What follows belongs to an exercise in optimizing a design on an open flow for small area, a short achievable clock period and few clock cycles per item; a production flow would make more cautious choices.

// neuron_mac_seq
module neuron_mac_seq
#(
   parameter  int N_INPUTS = 64,
   localparam int CNT_W    = $clog2(N_INPUTS + 1)
) (
   input  logic             clk,
   input  logic             rst,
   input  logic             start,
   input  logic [CNT_W-1:0] len,
   input  logic [31:0]      bias,
   input  logic             act_en,
   output logic             busy,
   input  logic             in_valid,
   output logic             in_ready,
   input  logic [31:0]      in_x,
   input  logic [31:0]      in_w,
   output logic             out_valid,
   input  logic             out_ready,
   output logic [31:0]      out_data
);
Size: about 44000 sq um of cells after synthesis.
Settings: LEC_CHECK=0, CAP_MARGIN=20, CORE_MARGIN=2, CORE_UTILIZATION=65, SLEW_MARGIN=20; clock period 15.0 ns.
standard.sh (not shown) runs the stock make flow with config.mk's settings and CLKGATE_MAP_FILE= SYNTH_SCRIPT=/design/flow/synth_recipe.tcl, a recipe that flattens the netlist after the stock synthesis.
==> flow/flow/run.sh <==
#!/bin/bash
set -euo pipefail
bash standard.sh SETUP_SLACK_MARGIN=7 finish > standard.log 2>&1
==> next run, changes <==
--- a/flow/design.v
+++ b/flow/design.v
@@ -165,17 +165,18 @@
       end
       lzc25 = v4[1] ? {1'b0, p4[7:4]} : {1'b1, p4[3:0]};
    endfunction
    logic        sa, sb, sub, a_ge, a_gt, b_gt, e_eq, nan, sx, sn;
    logic [7:0]  ea, eb, ex, d;
    logic [8:0]  dab, dba;
    logic [23:0] ma, mb, mx, my;
    logic [4:0]  sh, lz;
-   logic [49:0] al;
+   logic [49:0] al_a, al_b;
+   logic [26:0] ya, yb;
    logic [26:0] y_al;
    logic [27:0] sum;
    logic [24:0] pd, qd, nr, nn;
    logic [25:0] pdx;
    logic [9:0]  e_nr;
    logic [24:0] r_a, r_b, r_c;
    logic [22:0] far_m;
    logic [7:0]  far_e, ex_m1, ex_p1, ex_p2;
@@ -194,20 +195,22 @@
       dba  = {1'b0, eb} - {1'b0, ea};
       a_ge = !dab[8];
       e_eq = (ea == eb);
       a_gt = a_ge && !e_eq;
       b_gt = !a_ge;
       ex   = a_ge ? ea : eb;
       sx   = a_ge ? sa : sb;
       mx   = a_ge ? ma : mb;
-      my   = a_ge ? mb : ma;
       d    = a_ge ? dab[7:0] : dba[7:0];
-      al   = {my, 26'd0} >> d[4:0];
-      y_al = (d[7:5] != 3'd0) ? 27'd1 : {al[49:24], |al[23:0]};
+      al_b = {mb, 26'd0} >> dab[4:0];
+      al_a = {ma, 26'd0} >> dba[4:0];
+      yb   = (dab[7:5] != 3'd0) ? 27'd1 : {al_b[49:24], |al_b[23:0]};
+      ya   = (dba[7:5] != 3'd0) ? 27'd1 : {al_a[49:24], |al_a[23:0]};
+      y_al = a_ge ? yb : ya;
       sum  = {1'b0, mx, 3'b000} + ({1'b0, y_al} ^ {28{sub}}) + {27'd0, sub};
       up_a = sum[3] & ((|sum[2:0]) | sum[4]);
       up_b = sum[2] & ((|sum[1:0]) | sum[3]);
       up_c = sum[1] & (sum[0] | sum[2]);
       r_a  = {1'b0, sum[27:4]} + {24'd0, up_a};
       r_b  = {1'b0, sum[26:3]} + {24'd0, up_b};
       r_c  = {1'b0, sum[25:2]} + {24'd0, up_c};
       ex_m1 = ex - 8'd1;
@@ -282,53 +285,55 @@
    output logic             take_o,       
    output logic             issue_o,      
    output logic             first_o,      
    output logic             last_o,       
    output logic             zero_o        
 );
    logic             p_full_q, p_fed_q, f_first_q;
    logic [CNT_W-1:0] p_len_q, f_cnt_q, len_clamp;
-   logic             accept, last_pair, free, pick, pick_zero, pick_nz;
+   logic             accept, last_pair, free, pick, pick_zero, pick_nz, take_feed;
    assign len_clamp = (len_i > CNT_W'(N_INPUTS)) ? CNT_W'(N_INPUTS) : len_i;
    always_comb begin
       busy_o     = p_full_q;
       take_o     = start_i && !p_full_q;
       in_ready_o = (f_cnt_q != '0) && !((f_cnt_q == CNT_W'(1)) && blocked_i);
       accept     = in_ready_o && in_valid_i;
       last_pair  = accept && (f_cnt_q == CNT_W'(1));
       free       = (f_cnt_q == '0) || last_pair;
       pick       = free && p_full_q && !p_fed_q;
       pick_zero  = pick && (p_len_q == '0) && (f_cnt_q == '0) && !blocked_i;
       pick_nz    = pick && (p_len_q != '0);
+      take_feed  = take_o && (f_cnt_q == '0) && (len_clamp != '0);
       issue_o    = accept || pick_zero;
       first_o    = pick_zero || f_first_q;
       last_o     = last_pair || pick_zero;
       zero_o     = pick_zero;
    end
    always_ff @(posedge clk or posedge rst) begin
       if (rst) begin
          p_full_q  <= 1'b0;
          p_fed_q   <= 1'b0;
          p_len_q   <= '0;
          f_cnt_q   <= '0;
          f_first_q <= 1'b0;
       end else begin
          if (take_o) begin
             p_full_q <= 1'b1;
-            p_fed_q  <= 1'b0;
+            p_fed_q  <= take_feed;
             p_len_q  <= len_clamp;
          end else begin
             if (load_i) p_full_q <= 1'b0;
             if (pick_zero || pick_nz) p_fed_q <= 1'b1;
          end
-         if (pick_nz)     f_cnt_q <= p_len_q;
-         else if (accept) f_cnt_q <= f_cnt_q - CNT_W'(1);
-         if (pick_nz)     f_first_q <= 1'b1;
-         else if (accept) f_first_q <= 1'b0;
+         if (take_feed)    f_cnt_q <= len_clamp;
+         else if (pick_nz) f_cnt_q <= p_len_q;
+         else if (accept)  f_cnt_q <= f_cnt_q - CNT_W'(1);
+         if (take_feed || pick_nz) f_first_q <= 1'b1;
+         else if (accept)          f_first_q <= 1'b0;
       end
    end
 endmodule
 module neuron_mac_seq
 #(
    parameter  int N_INPUTS = 64,
    localparam int CNT_W    = $clog2(N_INPUTS + 1)
 ) (
After rerunning: The changed run finished with timing, DRC and antenna clean. Core utilization rises by 0.31 points. Non-clock buffer count shrinks by 7. Area after synthesis rises by 3.0%. Design area came out higher by 3.1%. Via count came out higher by 3.4%. Routed wire length rose by 4.0%.
No run of this note included a check of the RTL's function; only the layout flow was run.

========
P:
Starting RTL as in the previous note.
==> module spfp_adder_subtractor, before the edit <==
module spfp_adder_subtractor
(
   input  logic [31:0] a_i,
   input  logic [31:0] b_i,
   input  logic        sub_i,
   output logic [31:0] y_o
);
   function automatic logic [4:0] lzc25(input logic [24:0] v);
      logic [31:0] x;
      logic [15:0] v1;
      logic [15:0] p1;
      logic [7:0]  v2;
      logic [15:0] p2;
      logic [3:0]  v3;
      logic [11:0] p3;
      logic [1:0]  v4;
      logic [7:0]  p4;
      x = {v, 7'h7F};
      for (int i = 0; i < 16; i++) begin
         v1[i] = x[2*i+1] | x[2*i];
         p1[i] = !x[2*i+1];
      end
      for (int i = 0; i < 8; i++) begin
         v2[i]        = v1[2*i+1] | v1[2*i];
         p2[2*i+:2]   = v1[2*i+1] ? {1'b0, p1[2*i+1]} : {1'b1, p1[2*i]};
      end
      for (int i = 0; i < 4; i++) begin
         v3[i]        = v2[2*i+1] | v2[2*i];
         p3[3*i+:3]   = v2[2*i+1] ? {1'b0, p2[2*(2*i+1)+:2]} : {1'b1, p2[2*(2*i)+:2]};
      end
      for (int i = 0; i < 2; i++) begin
         v4[i]        = v3[2*i+1] | v3[2*i];
         p4[4*i+:4]   = v3[2*i+1] ? {1'b0, p3[3*(2*i+1)+:3]} : {1'b1, p3[3*(2*i)+:3]};
      end
      lzc25 = v4[1] ? {1'b0, p4[7:4]} : {1'b1, p4[3:0]};
   endfunction
   logic        sa, sb, sub, a_ge, a_gt, b_gt, e_eq, nan, sx, sn;
   logic [7:0]  ea, eb, ex, d;
   logic [8:0]  dab, dba;
   logic [23:0] ma, mb, mx, my;
   logic [4:0]  sh, lz;
   logic [49:0] al;
   logic [26:0] y_al;
   logic [27:0] sum;
   logic [24:0] pd, qd, nr, nn;
   logic [25:0] pdx;
   logic [9:0]  e_nr;
   logic [24:0] r_a, r_b, r_c;
   logic [22:0] far_m;
   logic [7:0]  far_e, ex_m1, ex_p1, ex_p2;
   logic        up_a, up_b, up_c, far_zero, far_inf, near, p_neg, spec;
   logic [31:0] y_spec;
   logic [31:0] y_far, y_near, y_n;
   always_comb begin
      sa   = a_i[31];
      sb   = b_i[31] ^ sub_i;
      ea   = a_i[30:23];
      eb   = b_i[30:23];
      ma   = {1'b1, a_i[22:0]};
      mb   = {1'b1, b_i[22:0]};
      sub  = sa ^ sb;
      dab  = {1'b0, ea} - {1'b0, eb};
      dba  = {1'b0, eb} - {1'b0, ea};
      a_ge = !dab[8];
      e_eq = (ea == eb);
      a_gt = a_ge && !e_eq;
      b_gt = !a_ge;
      ex   = a_ge ? ea : eb;
      sx   = a_ge ? sa : sb;
      mx   = a_ge ? ma : mb;
      my   = a_ge ? mb : ma;
      d    = a_ge ? dab[7:0] : dba[7:0];
      al   = {my, 26'd0} >> d[4:0];
      y_al = (d[7:5] != 3'd0) ? 27'd1 : {al[49:24], |al[23:0]};
      sum  = {1'b0, mx, 3'b000} + ({1'b0, y_al} ^ {28{sub}}) + {27'd0, sub};
      up_a = sum[3] & ((|sum[2:0]) | sum[4]);
      up_b = sum[2] & ((|sum[1:0]) | sum[3]);
      up_c = sum[1] & (sum[0] | sum[2]);
      r_a  = {1'b0, sum[27:4]} + {24'd0, up_a};
      r_b  = {1'b0, sum[26:3]} + {24'd0, up_b};
      r_c  = {1'b0, sum[25:2]} + {24'd0, up_c};
      ex_m1 = ex - 8'd1;
      ex_p1 = ex + 8'd1;
      ex_p2 = ex + 8'd2;
      if (sum[27]) begin
         far_m    = r_a[24] ? 23'd0 : r_a[22:0];
         far_e    = r_a[24] ? ex_p2 : ex_p1;
         far_zero = 1'b0;
         far_inf  = (ex == 8'd254) || (r_a[24] && ex == 8'd253);
      end else if (sum[26]) begin
         far_m    = r_b[24] ? 23'd0 : r_b[22:0];
         far_e    = r_b[24] ? ex_p1 : ex;
         far_zero = 1'b0;
         far_inf  = r_b[24] && ex == 8'd254;
      end else begin
         far_m    = r_c[24] ? 23'd0 : r_c[22:0];
         far_e    = r_c[24] ? ex : ex_m1;
         far_zero = !r_c[24] && ex == 8'd1;
         far_inf  = 1'b0;
      end
      if (far_zero)     y_far = {sx, 31'd0};
      else if (far_inf) y_far = {sx, 8'hFF, 23'd0};
      else              y_far = {sx, far_e, far_m};
      pdx   = {1'b0, ma, 1'b0} - (a_gt ? {2'b0, mb} : {1'b0, mb, 1'b0});
      pd    = pdx[24:0];
      qd    = {mb, 1'b0} - (b_gt ? {1'b0, ma} : {ma, 1'b0});
      p_neg = e_eq && pdx[25];
      nr    = (b_gt || p_neg) ? qd : pd;
      sn    = (b_gt || p_neg) ? sb : sa;
      lz    = lzc25(nr);
      nn    = nr << lz;
      e_nr  = {2'd0, ex} - {5'd0, lz};
      if (nr == 25'd0)                  y_near = 32'd0;
      else if (e_nr[9] || e_nr == 10'd0) y_near = {sn, 31'd0};
      else                              y_near = {sn, e_nr[7:0], nn[23:1]};
      near  = sub && (e_eq || ((dab == 9'd1 || dba == 9'd1) && nr[24:23] == 2'b00));
      y_n = near ? y_near : y_far;
      nan  = (ea == 8'hFF && a_i[22:0] != 23'd0) || (eb == 8'hFF && b_i[22:0] != 23'd0) ||
             (ea == 8'hFF && eb == 8'hFF && sa != sb);
      spec = (ea == 8'hFF) || (eb == 8'hFF) || (ea == 8'd0) || (eb == 8'd0);
      if (nan)                           y_spec = neuron_pkg::FP_QNAN;
      else if (ea == 8'hFF)              y_spec = a_i;
      else if (eb == 8'hFF)              y_spec = {sb, b_i[30:0]};
      else if (ea == 8'd0 && eb == 8'd0) y_spec = {sa & sb, 31'd0};
      else if (ea == 8'd0)               y_spec = {sb, b_i[30:0]};
      else                               y_spec = a_i;
      y_o = spec ? y_spec : y_n;
   end
endmodule
Settings: LEC_CHECK=0, CAP_MARGIN=20, CORE_MARGIN=2, CORE_UTILIZATION=50, SLEW_MARGIN=20; clock period 15.0 ns.
Scripts as last shown in full above: flow/flow/run.sh
Inputs modified between P and S:
--- a/flow/design.v
+++ b/flow/design.v
@@ -168,11 +168,12 @@
    logic        sa, sb, sub, a_ge, a_gt, b_gt, e_eq, nan, sx, sn;
    logic [7:0]  ea, eb, ex, d;
    logic [8:0]  dab, dba;
    logic [23:0] ma, mb, mx, my;
    logic [4:0]  sh, lz;
-   logic [49:0] al;
+   logic [49:0] al_a, al_b;
+   logic [26:0] ya, yb;
    logic [26:0] y_al;
    logic [27:0] sum;
    logic [24:0] pd, qd, nr, nn;
    logic [25:0] pdx;
    logic [9:0]  e_nr;
@@ -197,14 +198,16 @@
       a_gt = a_ge && !e_eq;
       b_gt = !a_ge;
       ex   = a_ge ? ea : eb;
       sx   = a_ge ? sa : sb;
       mx   = a_ge ? ma : mb;
-      my   = a_ge ? mb : ma;
       d    = a_ge ? dab[7:0] : dba[7:0];
-      al   = {my, 26'd0} >> d[4:0];
-      y_al = (d[7:5] != 3'd0) ? 27'd1 : {al[49:24], |al[23:0]};
+      al_b = {mb, 26'd0} >> dab[4:0];
+      al_a = {ma, 26'd0} >> dba[4:0];
+      yb   = (dab[7:5] != 3'd0) ? 27'd1 : {al_b[49:24], |al_b[23:0]};
+      ya   = (dba[7:5] != 3'd0) ? 27'd1 : {al_a[49:24], |al_a[23:0]};
+      y_al = a_ge ? yb : ya;
       sum  = {1'b0, mx, 3'b000} + ({1'b0, y_al} ^ {28{sub}}) + {27'd0, sub};
       up_a = sum[3] & ((|sum[2:0]) | sum[4]);
       up_b = sum[2] & ((|sum[1:0]) | sum[3]);
       up_c = sum[1] & (sum[0] | sum[2]);
       r_a  = {1'b0, sum[27:4]} + {24'd0, up_a};
### Flow results
Fraction of layout cells with a size suffix above 1: S vs P down 0.27 points. Compare S and P | global-route usage over all layers higher: S. Re average detailed-routed wire length per instance: S and P aren't equal, and the higher value belongs to S. [compare] base=P new=S: clock-buffer cell count went up by about 24%, sequential share of layout area went down by 0.25 points, post-route cell area now sits higher, setup slack has increased.
No functional check of the RTL was part of any run of this note.

==> port drivers added, routing unchanged <==
No port has a modelled driver above. Below, the same layouts with a new extraction and two added sets of constraints.
Step 1: set_driving_cell puts a clkbuf_16 on clk and a buf_2 on each other input, an assumption about the parent block.
Step 2 moves the port delays by t, midway between the first and last clock arrival at a register: inputs arrive t later, outputs are due t later. That takes back most of the time a late clock gives input paths.
Three values: no drivers, after step 1, after step 2; two values: the first two.
run	t (ns)	setup slack, ns	hold slack, ns	latest minus earliest clock arrival (ns)	worst register clock-pin slew, ns
the first run of note 1	0.655	6.873 / 6.873 / 6.873	0.373 / 0.373 / 0.373	0.046 / 0.046	0.07 / 0.07
the second run of note 1	0.645	6.810 / 6.810 / 6.810	0.350 / 0.350 / 0.350	0.072 / 0.072	0.06 / 0.06
P	0.684	6.926 / 6.926 / 6.926	0.349 / 0.349 / 0.349	0.039 / 0.038	0.06 / 0.06
S	0.677	6.990 / 6.990 / 6.990	0.350 / 0.350 / 0.350	0.046 / 0.045	0.07 / 0.07
After both steps every run listed still meets setup and hold.
